Background: an optimization exercise with open tools, aiming at a short achievable clock period and few clock cycles. Do not read the settings as production practice. RTL that was checked went through simulation tests only; none was proved equivalent to the original. Power and IR drop assume default switching activity.

Design memory_writer, start of the top module:
module memory_writer (
    input  logic                                CLK,
    input  logic                                RESET,
    input  mw_pkg::word_t                       s_tdata,
    input  logic                                s_tvalid,
    output logic                                s_tready,
    output mw_pkg::aw_beat_t                    aw,
    output logic                                awvalid,
    input  logic                                awready,
    output logic [2:0]                          awsize,
    output logic [1:0]                          awburst,
    output mw_pkg::w_beat_t                     w,
    output logic                                wvalid,
    input  logic                                wready,
    output logic [mw_pkg::BYTES_PER_WORD-1:0]   wstrb,
    input  logic                                bvalid,
    output logic                                bready,
    input  mw_pkg::mem_cfg_t                    cfg,
    input  logic                                run,
    input  logic                                stop,
    output logic                                status,
    output logic                                done,
    output mw_pkg::bytes_t                      transmitted_bytes,
    output mw_pkg::addr_t                       current_address
);
Size: about 1200 flip-flops, roughly 290 I/O pins.
==> flow/config.mk <==
export PLATFORM = sky130hd
export DESIGN_NAME = memory_writer
export DESIGN_NICKNAME = memory_writer
export VERILOG_FILES = /design/flow/design.v
export SDC_FILE = /design/flow/constraint.sdc
export NUM_CORES = 4
export LEC_CHECK = 0
export ABC_CLOCK_PERIOD_IN_PS = 2000
export CAP_MARGIN = 20
export CORE_MARGIN = 2
export CORE_UTILIZATION = 55
export SETUP_SLACK_MARGIN = 3.6
export SLEW_MARGIN = 20
==> flow/constraint.sdc <==
create_clock -name core_clock -period 6.0 [get_ports {CLK}]
set_input_delay 1.2000 -clock core_clock [delete_from_list [all_inputs] [get_ports {CLK}]]
set_output_delay 1.2000 -clock core_clock [all_outputs]
set_load 0.01 [all_outputs]
standard.sh (not shown) runs the stock make flow with config.mk's settings and CLKGATE_MAP_FILE= SYNTH_SCRIPT=/design/flow/synth_recipe.tcl, a recipe that flattens the netlist after the stock synthesis.
==> flow/flow/run.sh <==
#!/bin/bash
# Own layout flow: the standard flow (standard.sh) with two changes to how
# the layout is made:
#  - every port buffer is a sky130_fd_sc_hd__buf_4 rather than the flow's
#    default pick (a delay cell);
#  - the slow many-input OR/NOR/AOI cells are added to the platform's
#    don't-use list, so synthesis and repair build logic from faster cells.
# Registers, their names and cell types are those of the standard synthesis.
# make's full output goes to flow_make.log here; ORFS keeps each step's log
# under orfs/logs/.
set -euo pipefail
PLATFORM_DONT_USE="$(sed -n '/^export DONT_USE_CELLS/,/^#/p' "$FLOW_HOME/platforms/sky130hd/config.mk" \
  | grep -o 'sky130_fd_sc_hd__[a-z0-9_]*' | tr '\n' ' ')"
SLOW=""
for c in $(cat flow/slow_cells.txt); do SLOW="$SLOW $c"; done
bash standard.sh \
  "BUFFER_PORTS_ARGS=-buffer_cell sky130_fd_sc_hd__buf_4" \
  "DONT_USE_CELLS=$PLATFORM_DONT_USE$SLOW" \
  finish > flow_make.log 2>&1
Other scripts of this flow, unchanged in this note and not shown: flow/flow/slow_cells.txt
Then changed:
--- a/flow/design.v
+++ b/flow/design.v
@@ -179,41 +179,44 @@
         rbig_first <= (cfg.portion_size[31:7] != '0)
                       || (cfg.portion_size[6] && cfg.portion_size[5:0] != '0);
         tr_first   <= ((cfg.portion_size[31:7] != '0)
                        || (cfg.portion_size[6] && cfg.portion_size[5:0] != '0))
                       ? 16'hFFFF
                       : therm(cfg.portion_size[6:2] + 5'(cfg.portion_size[1:0] != 2'b00));
     end
-    logic [31:0]      mem [0:DEPTH-1];
-    logic [PTR_W-1:0] wr_ptr, rd_ptr;
+    logic [DEPTH-1:0][31:0] mem;    
+    logic [DEPTH-1:0] wr_oh;        
+    logic [PTR_W-1:0] rd_ptr;
     logic [DEPTH-1:0] count_t;      
     logic [DEPTH-1:0] count_t_nx;
     logic             wne_q;        
     logic             push, pop;
     logic             full_nx;
     assign wne_q = count_t[0];
     assign push = s_tvalid && s_tready;
     always_ff @(posedge CLK) begin
-        if (s_tready) mem[wr_ptr] <= s_tdata;
+        for (int i = 0; i < DEPTH; i++) begin
+            if (s_tready && wr_oh[i]) mem[i] <= s_tdata;
+        end
     end
     localparam logic [2:0] P_IDLE = 3'd0, P_INIT = 3'd1, P_B = 3'd2, P_C = 3'd3,
                            P_A1 = 3'd4, P_A2 = 3'd5;
     logic [2:0]  pst;
     logic [29:0] pa;            
     logic [30:0] pr;            
     logic [24:0] pa_hi_inc;     
     logic [25:0] pr_hi_dec;     
     logic [15:0] tp_q, th_q, tr_q;
     logic [4:0]  pl_q;
     logic        hbig_q, rbig_q;
     logic        pwrap_q, plast_q, pdone;
     logic [5:0]  pa_lo, pr_lo;
     logic [17:0] pick_rem, pick_base, pick_a, pick_i;
-    logic [4:0]  pq_len  [0:3];
-    logic        pq_wrap [0:3];
+    logic [3:0][4:0] pq_len;
+    logic [3:0]      pq_wrap;
     logic [2:0]  pq_w, pq_a, pq_r;
     logic [2:0]  pq_used_a, pq_used_r;
     logic        pq_space;
     assign pq_used_a = pq_w - pq_a;
     assign pq_used_r = pq_w - pq_r;
     assign pq_space  = !pq_used_a[2] && !pq_used_r[2];
     always_comb begin
@@ -358,15 +361,15 @@
             bready     <= 1'b0;
             stop_seen  <= 1'b0;
             aw_next    <= '0;
             cur        <= '0;
             words_sent <= '0;
             pst        <= P_IDLE;
             pdone      <= 1'b0;
-            wr_ptr     <= '0;
+            wr_oh      <= DEPTH'(1);
             rd_ptr     <= '0;
             count_t    <= '0;
             pq_w       <= '0;
             pq_a       <= '0;
             pq_r       <= '0;
             aw_out     <= '0;
             ws_out     <= '0;
@@ -386,15 +389,15 @@
                 cur        <= in_range ? aw_next : cfg_base_w;
                 status     <= 1'b1;
                 bready     <= 1'b1;
                 stop_seen  <= 1'b0;
                 words_sent <= '0;
                 pst        <= P_INIT;
                 pdone      <= 1'b0;
-                wr_ptr     <= '0;
+                wr_oh      <= DEPTH'(1);
                 rd_ptr     <= '0;
                 count_t    <= '0;
                 pq_w       <= '0;
                 pq_a       <= '0;
                 pq_r       <= '0;
                 aw_ok_q    <= 1'b0;
                 hd_ok_q    <= 1'b0;
@@ -417,15 +420,15 @@
                         pst   <= P_C;
                     end
                     P_C:  pst <= P_A1;
                     P_A1: if (!pdone && pq_space) pst <= P_A2;
                     P_A2: pst <= P_B;
                     default: ;
                 endcase
-                if (push) wr_ptr <= wr_ptr + 1'b1;
+                if (push) wr_oh <= {wr_oh[DEPTH-2:0], wr_oh[DEPTH-1]};
                 if (pop)  rd_ptr <= rd_ptr + 1'b1;
                 count_t <= count_t_nx;
                 aw_ok_q <= aw_cond && hd_ok_q && !aw_chg && !aw_blk_q;
                 hd_ok_q <= (pq_w != pq_a) && !aw_chg;
                 if (aw_load) begin
                     awvalid <= 1'b1;
                     pq_a    <= pq_a + 1'b1;
Core utilization fell by 1.4 points.
Wire length is lower by 5.5%.
Global-route usage goes down by 1.8 points.
Synthesized area barely changes.
Die area stays flat.
Critical path depth decreases by 1.
Total power goes down by about 2.2%.
Setup slack gets worse by 0.078 ns.
Testbench counts after the change, summed over its fixed seeds: cycles 82,609.
For the first run of this note, only the layout was checked, not whether the RTL still works.

-- afterwards: timing with drivers on the ports --
Ports are ideal in the flow. The routed layouts listed here were re-timed in OpenROAD. Step 1 sets driving cells, clkbuf_16 on the clock port and buf_2 on the other inputs (assumed; they add their load-dependent delay and slew). Step 2 moves the port delays by t, midway between the first and last clock arrival at a register: inputs arrive t later, outputs are due t later. That takes back most of the time a late clock gives input paths. Three values: ideal, step 1, step 2; two values: the first two.
run	t, ns	slack for setup (ns)	hold slack, ns
the first run	0.816	3.432 / 3.449 / 2.633	0.456 / 0.456 / 0.456
the second run	0.804	3.354 / 3.361 / 2.557	0.435 / 0.435 / 0.435
After both steps every run listed still meets setup and hold. The setup slack of the first run, which loses most, moves by +0.017 ns with the drivers and by -0.799 ns with both steps.
